Background: an optimization exercise with open tools, aiming at small area, a short achievable clock period and few clock cycles per item. Do not read the settings as production practice.
In this exercise RTL edits were held to simulation tests only and were not proved equivalent to the original.
Power and IR drop assume default switching activity.

--- flow/constraint.sdc ---
create_clock -name core_clock -period 8.0 [get_ports {clock}]
set_input_delay 1.6000 -clock core_clock [delete_from_list [all_inputs] [get_ports {clock}]]
set_output_delay 1.6000 -clock core_clock [all_outputs]
set_load 0.01 [all_outputs]
--- flow/run.sh ---
#!/bin/bash
# synth_recipe.tcl (not shown) runs the flow's synth.tcl, then flattens the netlist and writes it again
# the make line also repeats each setting of config.mk as NAME=value (left out here)
make -C /OpenROAD-flow-scripts/flow DESIGN_CONFIG=/design/flow/config.mk WORK_HOME=/design/flow/orfs CLKGATE_MAP_FILE= SYNTH_SCRIPT=/design/flow/synth_recipe.tcl finish
--- flow/config.mk ---
export PLATFORM = sky130hd
export DESIGN_NAME = scan_disk_scheduler_top
export DESIGN_NICKNAME = scan_disk_scheduler_top
export VERILOG_FILES = /design/flow/design.v
export SDC_FILE = /design/flow/constraint.sdc
export NUM_CORES = 4
export LEC_CHECK = 0
export CAP_MARGIN = 20
export CORE_MARGIN = 2
export CORE_UTILIZATION = 40
export SLEW_MARGIN = 20
--- flow/design.v ---
`timescale 1ns / 1ps
`default_nettype none
package sds_pkg;
   localparam int CYL_W       = 16;
   localparam int MOVE_W      = 17;
   localparam int REQ_DATA_W  = 32;
   localparam int RSP_DATA_W  = 40;
   localparam logic [MOVE_W-1:0] MOVE_MAX = 17'h1FFFF;
   localparam logic [CYL_W-1:0] LAST_CYL_RESET = 16'd199;
   localparam logic OP_ADD = 1'b0;
   localparam logic OP_RUN = 1'b1;
   typedef struct packed {
      logic             valid;
      logic             first;
      logic             turn;
      logic             last;
      logic [CYL_W-1:0] cyl;
   } emit_type;
endpackage
`default_nettype wire
`timescale 1ns / 1ps
`default_nettype none
import sds_pkg::*;
module sds_store_ram #(
   parameter int DEPTH = 32,
   parameter int AW    = 5
) (
   input  wire logic                   clock,
   input  wire logic                   wr_en,
   input  wire logic [AW-1:0]          wr_addr,
   input  wire logic [sds_pkg::CYL_W-1:0] wr_data,
   input  wire logic                   rd_en,
   input  wire logic [AW-1:0]          rd_addr,
   output logic      [sds_pkg::CYL_W-1:0] rd_data
);
   logic [CYL_W-1:0] store_ff [DEPTH];
   logic [CYL_W-1:0] rd_data_ff;
   always_ff @(posedge clock) begin
      if (wr_en) begin
         store_ff[wr_addr] <= wr_data;
      end
   end
   always_ff @(posedge clock) begin
      if (rd_en) begin
         rd_data_ff <= store_ff[rd_addr];
      end
   end
   assign rd_data = rd_data_ff;
endmodule
`default_nettype wire
`timescale 1ns / 1ps
`default_nettype none
import sds_pkg::*;
module sds_out (
   input  wire logic                          clock,
   input  wire logic                          reset,
   input  wire sds_pkg::emit_type             emit,
   output logic                               out_free,
   output logic                               rsp_tvalid,
   input  wire logic                          rsp_tready,
   output logic [sds_pkg::RSP_DATA_W-1:0]     rsp_tdata,
   output logic                               rsp_tuser,
   output logic                               rsp_tlast
);
   localparam int PAD_W = RSP_DATA_W - MOVE_W - CYL_W;
   logic              valid_ff, valid_in;
   logic [CYL_W-1:0]  cyl_ff;
   logic              turn_ff;
   logic              last_ff;
   logic [MOVE_W-1:0] total_ff, total_in;
   logic [MOVE_W-1:0] travel_ff, travel_in;
   logic [CYL_W-1:0]  prev_ff;
   logic [CYL_W-1:0]  step;
   logic [MOVE_W:0]   sum;
   logic [MOVE_W-1:0] sat;
   assign out_free = !valid_ff || rsp_tready;
   always_comb begin
      step = (emit.cyl >= prev_ff) ? (emit.cyl - prev_ff) : (prev_ff - emit.cyl);
      sum  = {1'b0, travel_ff} + (MOVE_W + 1)'(step);
      sat  = sum[MOVE_W] ? MOVE_MAX : sum[MOVE_W-1:0];
   end
   always_comb begin
      valid_in  = valid_ff;
      travel_in = travel_ff;
      total_in  = total_ff;
      if (emit.valid) begin
         valid_in  = 1'b1;
         travel_in = emit.first ? '0 : sat;
         total_in  = (emit.last && !emit.first) ? sat : '0;
      end else if (rsp_tready) begin
         valid_in = 1'b0;
      end
   end
   always_ff @(posedge clock) begin
      if (reset) begin
         valid_ff <= 1'b0;
      end else begin
         valid_ff <= valid_in;
      end
   end
   always_ff @(posedge clock) begin
      if (emit.valid) begin
         cyl_ff    <= emit.cyl;
         turn_ff   <= emit.turn;
         last_ff   <= emit.last;
         total_ff  <= total_in;
         travel_ff <= travel_in;
         prev_ff   <= emit.cyl;
      end
   end
   assign rsp_tvalid = valid_ff;
   assign rsp_tdata  = {{PAD_W{1'b0}}, total_ff, cyl_ff};
   assign rsp_tuser  = turn_ff;
   assign rsp_tlast  = last_ff;
endmodule
`default_nettype wire
`timescale 1ns / 1ps
`default_nettype none
import sds_pkg::*;
module sds_ctrl #(
   parameter int MAX_REQUESTS = 32,
   parameter int AW           = 5,
   parameter int CW           = 6
) (
   input  wire logic                       clock,
   input  wire logic                       reset,
   input  wire logic                       in_valid,
   output logic                            in_ready,
   input  wire logic                       in_op,
   input  wire logic [sds_pkg::CYL_W-1:0]  in_req_cyl,
   input  wire logic [sds_pkg::CYL_W-1:0]  in_head,
   input  wire logic [sds_pkg::CYL_W-1:0]  last_cyl,
   input  wire logic                       out_free,
   output sds_pkg::emit_type               emit,
   output logic                            ram_we,
   output logic [AW-1:0]                   ram_waddr,
   output logic [sds_pkg::CYL_W-1:0]       ram_wdata,
   output logic                            ram_re,
   output logic [AW-1:0]                   ram_raddr,
   input  wire logic [sds_pkg::CYL_W-1:0]  ram_rdata
);
   typedef enum logic [7:0] {
      ST_IDLE     = 8'b0000_0001,
      ST_INS      = 8'b0000_0010,
      ST_INS_LAST = 8'b0000_0100,
      ST_SCAN     = 8'b0000_1000,
      ST_HEAD     = 8'b0001_0000,
      ST_FETCH    = 8'b0010_0000,
      ST_EMIT     = 8'b0100_0000,
      ST_TURN     = 8'b1000_0000
   } state_type;
   localparam logic [CW-1:0] MAX_CNT = CW'(MAX_REQUESTS);
   state_type        state_ff, state_in;
   logic [CW-1:0]    count_ff, count_in;
   logic [CYL_W-1:0] val_ff, val_in;
   logic             up_ff, up_in;
   logic             second_ff, second_in;
   logic [CW-1:0]    p_ff, p_in;
   logic [AW-1:0]    ptr_ff, ptr_in;
   logic [CW-1:0]    rem_ff, rem_in;
   logic [CW-1:0]    p_m1;
   logic [CW-1:0]    cnt_m1;
   logic [CW-1:0]    ptr_p1;
   logic [CW-1:0]    hi_cnt;
   logic [CW-1:0]    sec_cnt;
   logic [AW-1:0]    asc_ptr;
   logic [AW-1:0]    desc_ptr;
   logic             asc;
   logic             hit;
   assign in_ready = (state_ff == ST_IDLE);
   always_comb begin
      p_m1     = p_ff - CW'(1);
      cnt_m1   = count_ff - CW'(1);
      ptr_p1   = CW'(ptr_ff) + CW'(1);
      hi_cnt   = count_ff - p_ff;
      sec_cnt  = up_ff ? p_ff : hi_cnt;
      asc_ptr  = p_ff[AW-1:0];
      desc_ptr = p_m1[AW-1:0];
      asc      = up_ff ^ second_ff;
      hit      = up_ff ? (ram_rdata < val_ff) : (ram_rdata <= val_ff);
   end
   always_comb begin
      state_in  = state_ff;
      count_in  = count_ff;
      val_in    = val_ff;
      up_in     = up_ff;
      second_in = second_ff;
      p_in      = p_ff;
      ptr_in    = ptr_ff;
      rem_in    = rem_ff;
      ram_we    = 1'b0;
      ram_waddr = ptr_p1[AW-1:0];
      ram_wdata = val_ff;
      ram_re    = 1'b0;
      ram_raddr = ptr_ff;
      emit      = '0;
      case (state_ff)
         ST_IDLE: begin
            if (in_valid) begin
               if (in_op == OP_ADD) begin
                  if (count_ff < MAX_CNT) begin
                     val_in = in_req_cyl;
                     if (count_ff == '0) begin
                        state_in = ST_INS_LAST;
                     end else begin
                        ram_re    = 1'b1;
                        ram_raddr = cnt_m1[AW-1:0];
                        ptr_in    = cnt_m1[AW-1:0];
                        state_in  = ST_INS;
                     end
                  end
               end else begin
                  val_in    = in_head;
                  up_in     = in_head > (last_cyl >> 1);
                  second_in = 1'b0;
                  p_in      = '0;
                  if (count_ff == '0) begin
                     state_in = ST_HEAD;
                  end else begin
                     ram_re    = 1'b1;
                     ram_raddr = '0;
                     ptr_in    = '0;
                     state_in  = ST_SCAN;
                  end
               end
            end
         end
         ST_INS: begin
            ram_we = 1'b1;
            if (ram_rdata > val_ff) begin
               ram_wdata = ram_rdata;
               if (ptr_ff == '0) begin
                  state_in = ST_INS_LAST;
               end else begin
                  ram_re    = 1'b1;
                  ram_raddr = ptr_ff - AW'(1);
                  ptr_in    = ptr_ff - AW'(1);
               end
            end else begin
               count_in = count_ff + CW'(1);
               state_in = ST_IDLE;
            end
         end
         ST_INS_LAST: begin
            ram_we    = 1'b1;
            ram_waddr = '0;
            count_in  = count_ff + CW'(1);
            state_in  = ST_IDLE;
         end
         ST_SCAN: begin
            if (hit) begin
               if (ptr_p1 == count_ff) begin
                  p_in     = count_ff;
                  state_in = ST_HEAD;
               end else begin
                  ram_re    = 1'b1;
                  ram_raddr = ptr_p1[AW-1:0];
                  ptr_in    = ptr_p1[AW-1:0];
               end
            end else begin
               p_in     = CW'(ptr_ff);
               state_in = ST_HEAD;
            end
         end
         ST_HEAD: begin
            if (out_free) begin
               emit.valid = 1'b1;
               emit.first = 1'b1;
               emit.cyl   = val_ff;
               ptr_in     = up_ff ? asc_ptr : desc_ptr;
               rem_in     = up_ff ? hi_cnt : p_ff;
               state_in   = ST_FETCH;
            end
         end
         ST_FETCH: begin
            if (rem_ff == '0) begin
               if (!second_ff) begin
                  state_in = ST_TURN;
               end else begin
                  count_in = '0;
                  state_in = ST_IDLE;
               end
            end else begin
               ram_re   = 1'b1;
               state_in = ST_EMIT;
            end
         end
         ST_EMIT: begin
            if (out_free) begin
               emit.valid = 1'b1;
               emit.cyl   = ram_rdata;
               emit.last  = second_ff && (rem_ff == CW'(1));
               rem_in     = rem_ff - CW'(1);
               ptr_in     = asc ? (ptr_ff + AW'(1)) : (ptr_ff - AW'(1));
               if (emit.last) begin
                  count_in = '0;
                  state_in = ST_IDLE;
               end else begin
                  state_in = ST_FETCH;
               end
            end
         end
         ST_TURN: begin
            if (out_free) begin
               emit.valid = 1'b1;
               emit.turn  = 1'b1;
               emit.cyl   = up_ff ? last_cyl : '0;
               emit.last  = (sec_cnt == '0);
               if (emit.last) begin
                  count_in = '0;
                  state_in = ST_IDLE;
               end else begin
                  second_in = 1'b1;
                  ptr_in    = up_ff ? desc_ptr : asc_ptr;
                  rem_in    = sec_cnt;
                  state_in  = ST_FETCH;
               end
            end
         end
         default: begin
            state_in = ST_IDLE;
         end
      endcase
   end
   always_ff @(posedge clock) begin
      if (reset) begin
         state_ff <= ST_IDLE;
         count_ff <= '0;
      end else begin
         state_ff <= state_in;
         count_ff <= count_in;
      end
   end
   always_ff @(posedge clock) begin
      val_ff    <= val_in;
      up_ff     <= up_in;
      second_ff <= second_in;
      p_ff      <= p_in;
      ptr_ff    <= ptr_in;
      rem_ff    <= rem_in;
   end
endmodule
`default_nettype wire
`timescale 1ns / 1ps
`default_nettype none
import sds_pkg::*;
module scan_disk_scheduler_top #(
   parameter int MAX_REQUESTS = 32
) (
   input  wire logic                          clock,
   input  wire logic                          reset,
   input  wire logic                          req_tvalid,
   output logic                               req_tready,
   input  wire logic [sds_pkg::REQ_DATA_W-1:0] req_tdata,
   input  wire logic                          req_tuser,
   output logic                               rsp_tvalid,
   input  wire logic                          rsp_tready,
   output logic [sds_pkg::RSP_DATA_W-1:0]     rsp_tdata,
   output logic                               rsp_tuser,
   output logic                               rsp_tlast,
   input  wire logic                          csr_wr_en,
   input  wire logic [sds_pkg::CYL_W-1:0]     csr_wr_data
);
   localparam int AW = $clog2(MAX_REQUESTS);
   localparam int CW = $clog2(MAX_REQUESTS + 1);
   logic [CYL_W-1:0] last_cyl_ff, last_cyl_in;
   sds_pkg::emit_type emit;
   logic             out_free;
   logic             ram_we;
   logic [AW-1:0]    ram_waddr;
   logic [CYL_W-1:0] ram_wdata;
   logic             ram_re;
   logic [AW-1:0]    ram_raddr;
   logic [CYL_W-1:0] ram_rdata;
   assign last_cyl_in = csr_wr_en ? csr_wr_data : last_cyl_ff;
   always_ff @(posedge clock) begin
      if (reset) begin
         last_cyl_ff <= LAST_CYL_RESET;
      end else begin
         last_cyl_ff <= last_cyl_in;
      end
   end
   sds_ctrl #(
      .MAX_REQUESTS (MAX_REQUESTS),
      .AW           (AW),
      .CW           (CW)
   ) u_ctrl (
      .clock      (clock),
      .reset      (reset),
      .in_valid   (req_tvalid),
      .in_ready   (req_tready),
      .in_op      (req_tuser),
      .in_req_cyl (req_tdata[CYL_W-1:0]),
      .in_head    (req_tdata[2*CYL_W-1:CYL_W]),
      .last_cyl   (last_cyl_ff),
      .out_free   (out_free),
      .emit       (emit),
      .ram_we     (ram_we),
      .ram_waddr  (ram_waddr),
      .ram_wdata  (ram_wdata),
      .ram_re     (ram_re),
      .ram_raddr  (ram_raddr),
      .ram_rdata  (ram_rdata)
   );
   sds_store_ram #(
      .DEPTH (MAX_REQUESTS),
      .AW    (AW)
   ) u_store (
      .clock   (clock),
      .wr_en   (ram_we),
      .wr_addr (ram_waddr),
      .wr_data (ram_wdata),
      .rd_en   (ram_re),
      .rd_addr (ram_raddr),
      .rd_data (ram_rdata)
   );
   sds_out u_out (
      .clock      (clock),
      .reset      (reset),
      .emit       (emit),
      .out_free   (out_free),
      .rsp_tvalid (rsp_tvalid),
      .rsp_tready (rsp_tready),
      .rsp_tdata  (rsp_tdata),
      .rsp_tuser  (rsp_tuser),
      .rsp_tlast  (rsp_tlast)
   );
endmodule
`default_nettype wire
==> out/qor.txt <==
crit path launch type: input port
clk buf depth: 3
Worst R2R Setup Slack: 0.54 ns
clk root buf: clkbuf_16
sequential-to-total area share from yosys stat: 62.2%
Top Ports: 98
Power Density: 369 mW/mm^2
synthesized flop and latch total: 646
Switching Power: 5.42 mW
FF-to-FF End: u_out.total_ff[15]
Hold Vio Cnt, Final: 0
fin crit share: 94.3%
final core utilization: 46.9%
via count: 21.7k
Sequential Power Share: 31.7%
die area: 0.0790 sq mm
non-filler cells, final: 3,772
multi-input logic area: 0.0106 sq mm
Max stage delay on crit path: 0.46 ns
clock skew: 0.0377 ns
Highest Clock Rate: 133 MHz
DR top layer: met4
Initial Utilization: 40.4%
via-per-instance ratio: 5.75
Post-Syn Area: 0.0307 sq mm
H-tree Lvls: 3
clock slew at reported path FFs: 0.06 ns
synthesis warning total: 4
Die Ht: 281 microns
Worst Path Arrival: 7.90 ns
clk latency of the worst-skew pair: 0.63 ns
Syn Area/Cell: 12.0 sq um
area occupied by registers: 0.0191 sq mm
global-route wire length before repair: 131 mm
Int Power: 7.74 mW
ys async rst share: 0%
RSZ-0062 raised after global routing: false
clock power share: 24.9%
hold depth: 2
Placed Cells incl. Taps: 3,641
largest net degree at the start of global routing: 90
Final min period: 7.55 ns
WL final: 88.2 mm
CTS Buf Count: 70
1st-pass router iterations: 9
Final Wtd Congestion: 0.891
CP max stage cell: a222oi_1
# setup viols final: 0
DP HPWL: 56.6 mm
met2 WL post-DR: 41.1 mm
hold_buf cts: 0
antenna fix cells: 0
FF-to-FF Start: u_ctrl.state_ff[4]
WL per Instance: 23.4 microns
Final Max Slew Viols: 0
number of remaining DRC errors: 0
min setup slack post-route: 0.453 ns
DRT iter0 DRCs: 2,427
EDFF count, synth: 615
Slew @ Worst Pin: 1.11 ns
Critical Path End Type: register
final hold slack: 0.534 ns
slew margin rel.: 25.1%
Worst path most repeated cell: a21o_1
worst hold path type: register to register
wire length on met3: 6.51 mm
Max-Cap Viols: 0
Syn-to-layout area delta: 16.1%
Crit path required time: 8.35 ns
synth unique cells: 90
dpl ws: -0.652 ns
gr ovfl total: 0
num rows: 101
core box area: 0.0759 sq mm
VDD IR max: 0.000325 V
total power: 13.2 mW
Hold EP: last_cyl_ff[2]
initial antenna violation count: 1
DP Area: 0.0332 sq mm
Final Instance Area: 0.0356 sq mm
NumNets Final: 2,833
GRT Resource Usage Total: 22.1%
I/O Buffers: 90
die width: 281 microns
LEAKAGE: 12.8 nW
status: finished clean
Hold Crit Start: last_cyl_ff[2]
Comb pwr share: 43.4%
# fillers: 6,675
Crit Path Max Fanout: 5
Metal-1 WL: 37.9 mm
vias in the first global route: 20.8k
CTS sink count: 646
worst r2r path cells: 32
Setup CP Type: input port to register
share of layout cells above drive strength 1: 12.0%
Antenna Nets Post-Route: 0
setup TNS: 0 ns
Sw Ratio: 41.2%
CTS tree: done
Synth Flop Type: edfxtp_1
Cells after Synth: 2,556
==> power by group through the flow <==
stage / registers (mW) / clock network, mW / logic, mW
after floorplan: 4.17 / 0 / 3.83
after global placement: 4.24 / 0 / 5.58
after detailed placement: 4.24 / 0 / 5.66
after CTS: 4.17 / 3.33 / 5.68
after global routing: 4.18 / 3.47 / 6.18
final: 4.17 / 3.27 / 5.71
==> repair_timing <==
| action | CTS | global route |
|---|---|---|
| pin swaps | 0 | 5 |
| setup buffers | 0 | 2 |
| setup endpoints to repair | 17 | 34 |
| resized for setup | 1 | 12 |
| gates cloned | 0 | 0 |
==> state kept, by name (all words and copies together) (netlist names), 5 cells and up <==
register            flops
u_store.store_ff      512
u_out.total_ff         17
u_out.travel_ff        17
last_cyl_ff            16
u_ctrl.val_ff          16
u_out.prev_ff          16
u_store.rd_data_ff     16
u_ctrl.state_ff         8
u_ctrl.count_ff         6
u_ctrl.p_ff             6
u_ctrl.rem_ff           6
u_ctrl.ptr_ff           5
==> worst max-delay path: cells and delay by family <==
kind | cells | cell delay [ns]
compound gates | 16 | 3.96
buf+inv | 4 | 0.45
mux | 1 | 0.22
simple gates | 7 | 0.87
fa+ha+maj | 3 | 0.79
==> synth_stat cells, types with 9 or more instances <==
cell type | instances | area share (%)
o22ai_1 | 19 | 0.39
nor2_1 | 173 | 2.1
o21ai_0 | 95 | 1.5
xor2_1 | 15 | 0.43
a222oi_1 | 16 | 0.52
nand3_1 | 89 | 1.5
a211oi_1 | 151 | 3.7
o21bai_1 | 25 | 0.61
buf_4 | 16 | 0.39
inv_1 | 107 | 1.3
mux2_2 | 19 | 0.70
buf_2 | 64 | 1.0
or3_1 | 14 | 0.29
nor3_1 | 23 | 0.38
nand4_1 | 14 | 0.29
mux2i_1 | 24 | 0.78
o2111ai_1 | 18 | 0.51
edfxtp_1 | 615 | 60
a31oi_1 | 59 | 1.2
nand2b_1 | 9 | 0.18
xnor2_1 | 33 | 0.94
dfxtp_1 | 31 | 2.0
a21oi_1 | 113 | 1.8
a21o_1 | 20 | 0.49
nor4_2 | 17 | 0.69
nand2_1 | 303 | 3.7
and3_1 | 151 | 3.1
ha_1 | 90 | 3.7
a22oi_1 | 10 | 0.24
nor2b_1 | 15 | 0.31
clkbuf_1 | 79 | 0.97
==> placed cells by master (no fill, tap or decap), types with 6 or more instances in the layout <==
cell type,n
a211oi_1,151
a21o_1,20
a21oi_1,111
a222oi_1,16
a22oi_1,10
a31oi_1,59
and2_1,7
and3_1,151
buf_4,125
bufinv_16,7
clkbuf_1,16
clkbuf_16,71
clkdlybuf4s50_1,89
clkinv_1,14
clkinv_2,11
conb_1,7
dfxtp_1,31
edfxtp_1,615
ha_1,89
inv_1,107
mux2_2,19
mux2i_1,24
nand2_1,303
nand2b_1,9
nand3_1,89
nand4_1,14
nor2_1,165
nor2_2,7
nor2b_1,15
nor3_1,21
nor4_1,6
nor4_2,17
o2111ai_1,18
o21ai_0,76
o21ai_2,17
o21bai_1,25
o22ai_1,19
or3_1,13
xnor2_1,33
xor2_1,15
==> logic make-up after synthesis <==
group / after synthesis / synth area share [%]
xor gates and xnor gates: 49 / 1.42
buffers and inverters: 276 / 4.01
and+or+nand+nor: 856 / 13.9
AOI/OAI and AO/OA: 591 / 13.1
muxes: 43 / 1.48
other: 1 / 0.0122
adders and majority gates: 94 / 3.93
DFF: 646 / 62.2
==> worst max-delay path by stage <==
| stage | depth (start not counted) | end | slack [ns] | start |
|---|---|---|---|---|
| 2_1_floorplan | 31 | u_out.travel_ff[14] | 0.006 | rsp_tready |
| 3_3_place_gp | 29 | u_out.total_ff[14] | -0.56 | rsp_tready |
| 3_5_place_dp | 29 | u_out.total_ff[2] | -0.65 | rsp_tready |
| 4_1_cts | 29 | u_out.total_ff[2] | 0.06 | rsp_tready |
| 5_1_grt | 32 | u_out.travel_ff[15] | 0.12 | u_ctrl.state_ff[4] |
| 6_report | 31 | u_out.total_ff[15] | 0.45 | rsp_tready |
==> metal layers <==
metal / global-route usage (%) / up-vias
li1: - / 9902
met1: 30.4 / 10800
met2: 35.8 / 852
met3: 3.70 / 152
met4: 6.98 / 0
met5: 0 / -
==> area by class of cell <==
class | count | area share, %
clock buffer | 88 | 5.19
clock inverter | 41 | 1.34
inverter | 107 | 1.13
multi-input combinational | 1640 | 29.7
sequential | 646 | 53.6
tap | 1030 | 3.62
timing repair buffer | 220 | 5.45
Testbench counts, summed over its fixed seeds: cycles 16,482, items 1,655.

==> separate check: timing with driven ports <==
How much do the figures lean on ideal ports? The routed layout below was timed once more, with nothing changed but the port constraints.
Step 1, drivers: a clkbuf_16 drives clock and a buf_2 each remaining input, both assumed.
Step 2, shift: input delay + t, output delay - t, t = (earliest + latest rising clock arrival at the registers) / 2. This alone moves slack from input paths to output paths.
Three values: no drivers, after step 1, after step 2; two values: the first two.
t (ns): 0.675
slack for setup (ns): 0.453 / 0.499 / -0.176
clock arrival spread, ns: 0.038 / 0.038
Met with ideal ports but missed after step 2: setup timing in this run. The setup slack of this run moves by +0.046 ns with the drivers and by -0.629 ns with both steps.
